Context: an optimization exercise on an open-source flow, tuned for small area, a short achievable clock period and few clock cycles per item. The choices shown serve that exercise and are no tape-out recipe. At most, simulation tests tie the RTL to the original design; equivalence was not proved.

==> flow/design.v <==
package lrl_pkg;
  localparam int KEY_W = 32;
  localparam int OP_W  = 2;
  localparam int OCC_W = 5;
  localparam int CAP_W = 5;
  localparam logic [CAP_W-1:0] CAP_RESET = 5'd16;
  localparam logic [OP_W-1:0] OP_INSERT = 2'd0;
  localparam logic [OP_W-1:0] OP_REMOVE = 2'd1;
  localparam logic [OP_W-1:0] OP_USE    = 2'd2;
  localparam logic [OP_W-1:0] OP_FIND   = 2'd3;
endpackage
module lrl_cell
(
  input  logic                      clk,
  input  logic                      shift,
  input  logic [lrl_pkg::KEY_W-1:0] left_i,
  input  logic [lrl_pkg::KEY_W-1:0] cmp_key,
  output logic                      match_o,
  output logic [lrl_pkg::KEY_W-1:0] entry_o
);
  logic [lrl_pkg::KEY_W-1:0] entry_r;
  always_ff @(posedge clk) begin
    if (shift) begin
      entry_r <= left_i;
    end
  end
  assign match_o = (entry_r == cmp_key);
  assign entry_o = entry_r;
endmodule
module lru_recency_list
#(
  parameter int DEPTH = 16
) (
  input  logic             clk,
  input  logic             rst_n,
  input  logic             cfg_wr_en,
  input  logic [lrl_pkg::CAP_W-1:0] cfg_wr_data,
  input  logic             in_tvalid,
  output logic             in_tready,
  input  logic [39:0]      in_tdata,
  output logic             out_tvalid,
  input  logic             out_tready,
  output logic [7:0]       out_tdata
);
  localparam int KW = lrl_pkg::KEY_W;
  localparam int CW = $clog2(DEPTH + 1);
  logic [lrl_pkg::CAP_W-1:0] cap_r;
  logic [lrl_pkg::OP_W-1:0]  in_op;
  logic [KW-1:0]             in_key;
  logic                      v2;
  logic [lrl_pkg::OP_W-1:0]  op2;
  logic [KW-1:0]             key2;
  logic [CW-1:0]             c2;
  logic [DEPTH-1:0]          m2;
  logic                      evict;
  logic [DEPTH-1:0]          vld;
  logic [CW-1:0]             cnt;
  logic                      pend;
  logic [DEPTH-1:0]          dups;
  logic                      blk2;
  logic                      ready_r;
  logic                      fv0, fv1;
  logic [5:0]                fd0, fd1;
  logic [CW-1:0] cap_eff;
  always_comb begin
    if (cap_r == '0) begin
      cap_eff = CW'(1);
    end else if (CW'(cap_r) > CW'(DEPTH)) begin
      cap_eff = CW'(DEPTH);
    end else begin
      cap_eff = CW'(cap_r);
    end
  end
  logic [KW-1:0]    entries [DEPTH];
  logic [DEPTH-1:0] cmp;
  logic [DEPTH-1:0] sel;
  logic             eq12;
  generate
    for (genvar i = 0; i < DEPTH; i++) begin : g_cell
      lrl_cell u_cell (
        .clk     (clk),
        .shift   (sel[i]),
        .left_i  ((i == 0) ? key2 : entries[(i == 0) ? 0 : i - 1]),
        .cmp_key (in_key),
        .match_o (cmp[i]),
        .entry_o (entries[i])
      );
    end
  endgenerate
  assign in_op  = in_tdata[1:0];
  assign in_key = in_tdata[33:2];
  assign eq12   = (in_key == key2);
  logic [DEPTH-1:0] mv, pre, first, extra, pre_d, first_d, drop;
  logic             any, two, dnz, fire, adv2;
  logic             is_ins, is_rem, is_use;
  logic [DEPTH-1:0] pfx_v, sfx_v;
  logic [DEPTH-1:0] pfx2, sfx2, lastv;
  assign mv = m2 & vld;
  always_comb begin
    pre[0]   = 1'b0;
    pre_d[0] = 1'b0;
    pfx2[0]  = 1'b1;
    for (int i = 1; i < DEPTH; i++) begin
      pre[i]   = pre[i-1] | mv[i-1];
      pre_d[i] = pre_d[i-1] | dups[i-1];
      pfx2[i]  = pfx2[i-1] & (vld[i-1] | pfx_v[i-1]);
    end
    lastv[DEPTH-1] = vld[DEPTH-1];
    sfx2[DEPTH-1]  = 1'b0;
    for (int i = DEPTH - 2; i >= 0; i--) begin
      lastv[i] = vld[i] && !sfx_v[i+1];
      sfx2[i]  = sfx2[i+1] | (vld[i] & sfx_v[i+1]);
    end
  end
  assign any     = |mv;
  assign first   = mv & ~pre;
  assign extra   = mv & pre;
  assign two     = |extra;
  assign first_d = dups & ~pre_d;
  assign dnz     = |dups;
  assign is_ins = (op2 == lrl_pkg::OP_INSERT);
  assign is_rem = (op2 == lrl_pkg::OP_REMOVE);
  assign is_use = (op2 == lrl_pkg::OP_USE);
  assign fire = v2 && !blk2;
  assign adv2 = ready_r;
  always_comb begin
    for (int i = 0; i < DEPTH; i++) begin
      sel[i]  = fire && ((is_ins && (evict ? sfx_v[i] : pfx_v[i])) ||
                         (is_use && any && !pre[i]));
      drop[i] = (fire && is_rem && first[i]) || (pend && first_d[i]);
    end
  end
  logic [DEPTH-1:0] pfx_nxt, sfx_nxt, pa, pb, sa, sb;
  logic             rem_last, pend_last;
  assign rem_last  = |(first & lastv);
  assign pend_last = |(first_d & lastv);
  always_comb begin
    pb = pfx_v;
    sb = sfx_v;
    if (fire && is_ins && !evict) begin
      pb = pfx2;
      sb = sfx_v | pfx_v;
    end else if (fire && is_ins && evict) begin
      for (int i = 1; i < DEPTH; i++) begin
        pb[i] = pfx_v[i-1] && sfx_v[i-1];
        sb[i] = sfx2[i-1];
      end
      sb[0] = 1'b1;
    end else if (fire && is_rem && any) begin
      pb = pfx_v & ~pre;
      sb = rem_last ? sfx2 : sfx_v;
    end else if (pend && dnz) begin
      pb = pfx_v & ~pre_d;
      sb = pend_last ? sfx2 : sfx_v;
    end
    pa[0] = 1'b1;
    sa[0] = 1'b1;
    for (int i = 1; i < DEPTH; i++) begin
      pa[i] = is_ins ? pb[i] : pfx_v[i-1];
      sa[i] = is_ins ? sb[i] : sfx2[i-1];
    end
    pfx_nxt[0] = 1'b1;
    sfx_nxt[0] = sel[0] ? sa[0] : sb[0];
    for (int i = 1; i < DEPTH; i++) begin
      pfx_nxt[i] = sel[i-1] ? pa[i] : pb[i];
      sfx_nxt[i] = sel[i] ? sa[i] : sb[i];
    end
  end
  logic          inc, dec;
  logic [CW-1:0] cnt_nxt;
  logic [CW-1:0] c_nxt;
  logic          evict_nxt;
  logic          flag;
  logic          push;
  logic [5:0]    push_d;
  assign inc = fire && is_ins && !evict;
  assign dec = (fire && is_rem && any) || (pend && dnz);
  always_comb begin
    if (inc) begin
      cnt_nxt = cnt + CW'(1);
    end else if (dec) begin
      cnt_nxt = cnt - CW'(1);
    end else begin
      cnt_nxt = cnt;
    end
  end
  assign c_nxt = adv2 ? cap_eff : c2;
  always_comb begin
    if (inc) begin
      evict_nxt = ({1'b0, cnt} + (CW+1)'(1)) >= {1'b0, c_nxt};
    end else if (dec) begin
      evict_nxt = {1'b0, cnt} >= ({1'b0, c_nxt} + (CW+1)'(1));
    end else begin
      evict_nxt = cnt >= c_nxt;
    end
  end
  assign flag = is_ins ? evict : any;
  assign push   = (fire && !(is_use && two)) || (pend && !dnz);
  assign push_d = {lrl_pkg::OCC_W'(cnt_nxt), pend ? 1'b1 : flag};
  logic pop;
  logic fv0_n, fv1_n, full_n;
  logic v2_n, pend_n, blk2_n;
  assign pop = fv0 && out_tready;
  always_comb begin
    fv0_n = fv0;
    fv1_n = fv1;
    if (fv0 && !pop) begin
      if (!fv1 && push) fv1_n = 1'b1;
    end else if (fv1) begin
      fv0_n = 1'b1;
      fv1_n = push;
    end else begin
      fv0_n = push;
      fv1_n = 1'b0;
    end
  end
  assign full_n = (fv0 && !pop) || fv1;
  always_ff @(posedge clk) begin
    if (fv0 && !pop) begin
      if (!fv1) fd1 <= push_d;
    end else if (fv1) begin
      fd0 <= fd1;
      fd1 <= push_d;
    end else begin
      fd0 <= push_d;
    end
  end
  assign v2_n      = adv2 ? in_tvalid : v2;
  assign blk2_n    = pend_n || full_n;
  assign pend_n    = (fire && is_use && two) || (pend && dnz);
  always_ff @(posedge clk) begin
    if (!rst_n) begin
      cap_r   <= lrl_pkg::CAP_RESET;
      v2      <= 1'b0;
      vld     <= '0;
      pfx_v   <= {{(DEPTH-1){1'b0}}, 1'b1};
      sfx_v   <= '0;
      cnt     <= '0;
      evict   <= 1'b0;
      pend    <= 1'b0;
      blk2    <= 1'b0;
      ready_r <= 1'b1;
      fv0     <= 1'b0;
      fv1     <= 1'b0;
    end else begin
      if (cfg_wr_en) begin
        cap_r <= cfg_wr_data;
      end
      v2      <= v2_n;
      for (int i = 0; i < DEPTH; i++) begin
        if (sel[i]) begin
          vld[i] <= (i == 0) ? 1'b1 : vld[(i == 0) ? 0 : i - 1];
        end else if (drop[i]) begin
          vld[i] <= 1'b0;
        end
      end
      pfx_v   <= pfx_nxt;
      sfx_v   <= sfx_nxt;
      cnt     <= cnt_nxt;
      evict   <= evict_nxt;
      pend    <= pend_n;
      blk2    <= blk2_n;
      ready_r <= !v2_n || !blk2_n;
      fv0     <= fv0_n;
      fv1     <= fv1_n;
    end
  end
  always_ff @(posedge clk) begin
    if (fire && is_use) begin
      dups <= extra;
    end else begin
      dups <= dups & ~first_d;
    end
  end
  always_ff @(posedge clk) begin
    if (adv2) begin
      op2  <= in_op;
      key2 <= in_key;
      c2   <= cap_eff;
      for (int i = 0; i < DEPTH; i++) begin
        m2[i] <= sel[i] ? ((i == 0) ? eq12 : cmp[(i == 0) ? 0 : i - 1]) : cmp[i];
      end
    end
  end
  assign in_tready  = ready_r;
  assign out_tvalid = fv0;
  assign out_tdata  = {2'b00, fd0};
endmodule
make LEC_CHECK=0 ABC_AREA=1 CAP_MARGIN=20 CORE_MARGIN=2 CORE_UTILIZATION=60 CTS_CLUSTER_DIAMETER=100 CTS_CLUSTER_SIZE=24 PLACE_DENSITY=0.75 SETUP_SLACK_MARGIN=3.65 SLEW_MARGIN=20 finish   # period 6.0 ns
run.sh (not shown) runs the stock make flow with config.mk's settings and CLKGATE_MAP_FILE= SYNTH_SCRIPT=/design/flow/synth_recipe.tcl, a recipe that flattens the netlist after the stock synthesis.
The first run passed the timing, DRC and antenna checks.
Then changed:
--- a/flow/design.v
+++ b/flow/design.v
@@ -87,32 +87,28 @@
       );
     end
   endgenerate
   assign in_op  = in_tdata[1:0];
   assign in_key = in_tdata[33:2];
   assign eq12   = (in_key == key2);
-  logic [DEPTH-1:0] mv, pre, first, extra, pre_d, first_d, drop;
+  logic [DEPTH-1:0] mv, pre, first, extra, pfx_v, sfx_v, pre_d, first_d, drop;
   logic             any, two, dnz, fire, adv2;
   logic             is_ins, is_rem, is_use;
-  logic [DEPTH-1:0] pfx_v, sfx_v;
-  logic [DEPTH-1:0] pfx2, sfx2, lastv;
   assign mv = m2 & vld;
   always_comb begin
     pre[0]   = 1'b0;
     pre_d[0] = 1'b0;
-    pfx2[0]  = 1'b1;
+    pfx_v[0] = 1'b1;
     for (int i = 1; i < DEPTH; i++) begin
       pre[i]   = pre[i-1] | mv[i-1];
       pre_d[i] = pre_d[i-1] | dups[i-1];
-      pfx2[i]  = pfx2[i-1] & (vld[i-1] | pfx_v[i-1]);
-    end
-    lastv[DEPTH-1] = vld[DEPTH-1];
-    sfx2[DEPTH-1]  = 1'b0;
+      pfx_v[i] = pfx_v[i-1] & vld[i-1];
+    end
+    sfx_v[DEPTH-1] = vld[DEPTH-1];
     for (int i = DEPTH - 2; i >= 0; i--) begin
-      lastv[i] = vld[i] && !sfx_v[i+1];
-      sfx2[i]  = sfx2[i+1] | (vld[i] & sfx_v[i+1]);
+      sfx_v[i] = sfx_v[i+1] | vld[i];
     end
   end
   assign any     = |mv;
   assign first   = mv & ~pre;
   assign extra   = mv & pre;
   assign two     = |extra;
@@ -127,48 +123,12 @@
     for (int i = 0; i < DEPTH; i++) begin
       sel[i]  = fire && ((is_ins && (evict ? sfx_v[i] : pfx_v[i])) ||
                          (is_use && any && !pre[i]));
       drop[i] = (fire && is_rem && first[i]) || (pend && first_d[i]);
     end
   end
-  logic [DEPTH-1:0] pfx_nxt, sfx_nxt, pa, pb, sa, sb;
-  logic             rem_last, pend_last;
-  assign rem_last  = |(first & lastv);
-  assign pend_last = |(first_d & lastv);
-  always_comb begin
-    pb = pfx_v;
-    sb = sfx_v;
-    if (fire && is_ins && !evict) begin
-      pb = pfx2;
-      sb = sfx_v | pfx_v;
-    end else if (fire && is_ins && evict) begin
-      for (int i = 1; i < DEPTH; i++) begin
-        pb[i] = pfx_v[i-1] && sfx_v[i-1];
-        sb[i] = sfx2[i-1];
-      end
-      sb[0] = 1'b1;
-    end else if (fire && is_rem && any) begin
-      pb = pfx_v & ~pre;
-      sb = rem_last ? sfx2 : sfx_v;
-    end else if (pend && dnz) begin
-      pb = pfx_v & ~pre_d;
-      sb = pend_last ? sfx2 : sfx_v;
-    end
-    pa[0] = 1'b1;
-    sa[0] = 1'b1;
-    for (int i = 1; i < DEPTH; i++) begin
-      pa[i] = is_ins ? pb[i] : pfx_v[i-1];
-      sa[i] = is_ins ? sb[i] : sfx2[i-1];
-    end
-    pfx_nxt[0] = 1'b1;
-    sfx_nxt[0] = sel[0] ? sa[0] : sb[0];
-    for (int i = 1; i < DEPTH; i++) begin
-      pfx_nxt[i] = sel[i-1] ? pa[i] : pb[i];
-      sfx_nxt[i] = sel[i] ? sa[i] : sb[i];
-    end
-  end
   logic          inc, dec;
   logic [CW-1:0] cnt_nxt;
   logic [CW-1:0] c_nxt;
   logic          evict_nxt;
   logic          flag;
   logic          push;
@@ -230,14 +190,12 @@
   assign pend_n    = (fire && is_use && two) || (pend && dnz);
   always_ff @(posedge clk) begin
     if (!rst_n) begin
       cap_r   <= lrl_pkg::CAP_RESET;
       v2      <= 1'b0;
       vld     <= '0;
-      pfx_v   <= {{(DEPTH-1){1'b0}}, 1'b1};
-      sfx_v   <= '0;
       cnt     <= '0;
       evict   <= 1'b0;
       pend    <= 1'b0;
       blk2    <= 1'b0;
       ready_r <= 1'b1;
       fv0     <= 1'b0;
@@ -251,14 +209,12 @@
         if (sel[i]) begin
           vld[i] <= (i == 0) ? 1'b1 : vld[(i == 0) ? 0 : i - 1];
         end else if (drop[i]) begin
           vld[i] <= 1'b0;
         end
       end
-      pfx_v   <= pfx_nxt;
-      sfx_v   <= sfx_nxt;
       cnt     <= cnt_nxt;
       evict   <= evict_nxt;
       pend    <= pend_n;
       blk2    <= blk2_n;
       ready_r <= !v2_n || !blk2_n;
       fv0     <= fv0_n;
Result:
- The changed run passed the timing, DRC and antenna checks
- synthesized cell count fell by 19%
- non-clock buffer count shrinks by 183
- final area drops by 15%
- count of clock-buffer cells in the layout falls by 3
- clock skew came out higher by 0.0042 ns
Testbench counts after the change, summed over its fixed seeds: cycles 24,016, items 24,000.
Function not checked in the first run of this note: the RTL went through the layout flow alone.

re-timing with driven ports:
The flow's constraints put no driver on any port. The routed layouts listed below were extracted and timed again, unchanged, in two steps. Step 1: set_driving_cell puts a clkbuf_16 on clk and a buf_2 on each other input, an assumption about the parent block. Step 2 moves the port delays by t, midway between the first and last clock arrival at a register: inputs arrive t later, outputs are due t later. That takes back most of the time a late clock gives input paths. a / b / c = ideal / step 1 / step 2; a / b = the first two.
| run | t (ns) | setup slack, ns | worst slew at a driven data input, ns |
|---|---|---|---|
| the first run | 0.722 | 3.470 / 3.454 / 2.820 | 0.07 |
| the second run | 0.689 | 3.533 / 3.471 / 2.964 | 0.05 |
After both steps every run listed still meets setup and hold. The setup slack of the first run, which loses most, moves by -0.016 ns with the drivers and by -0.650 ns with both steps.
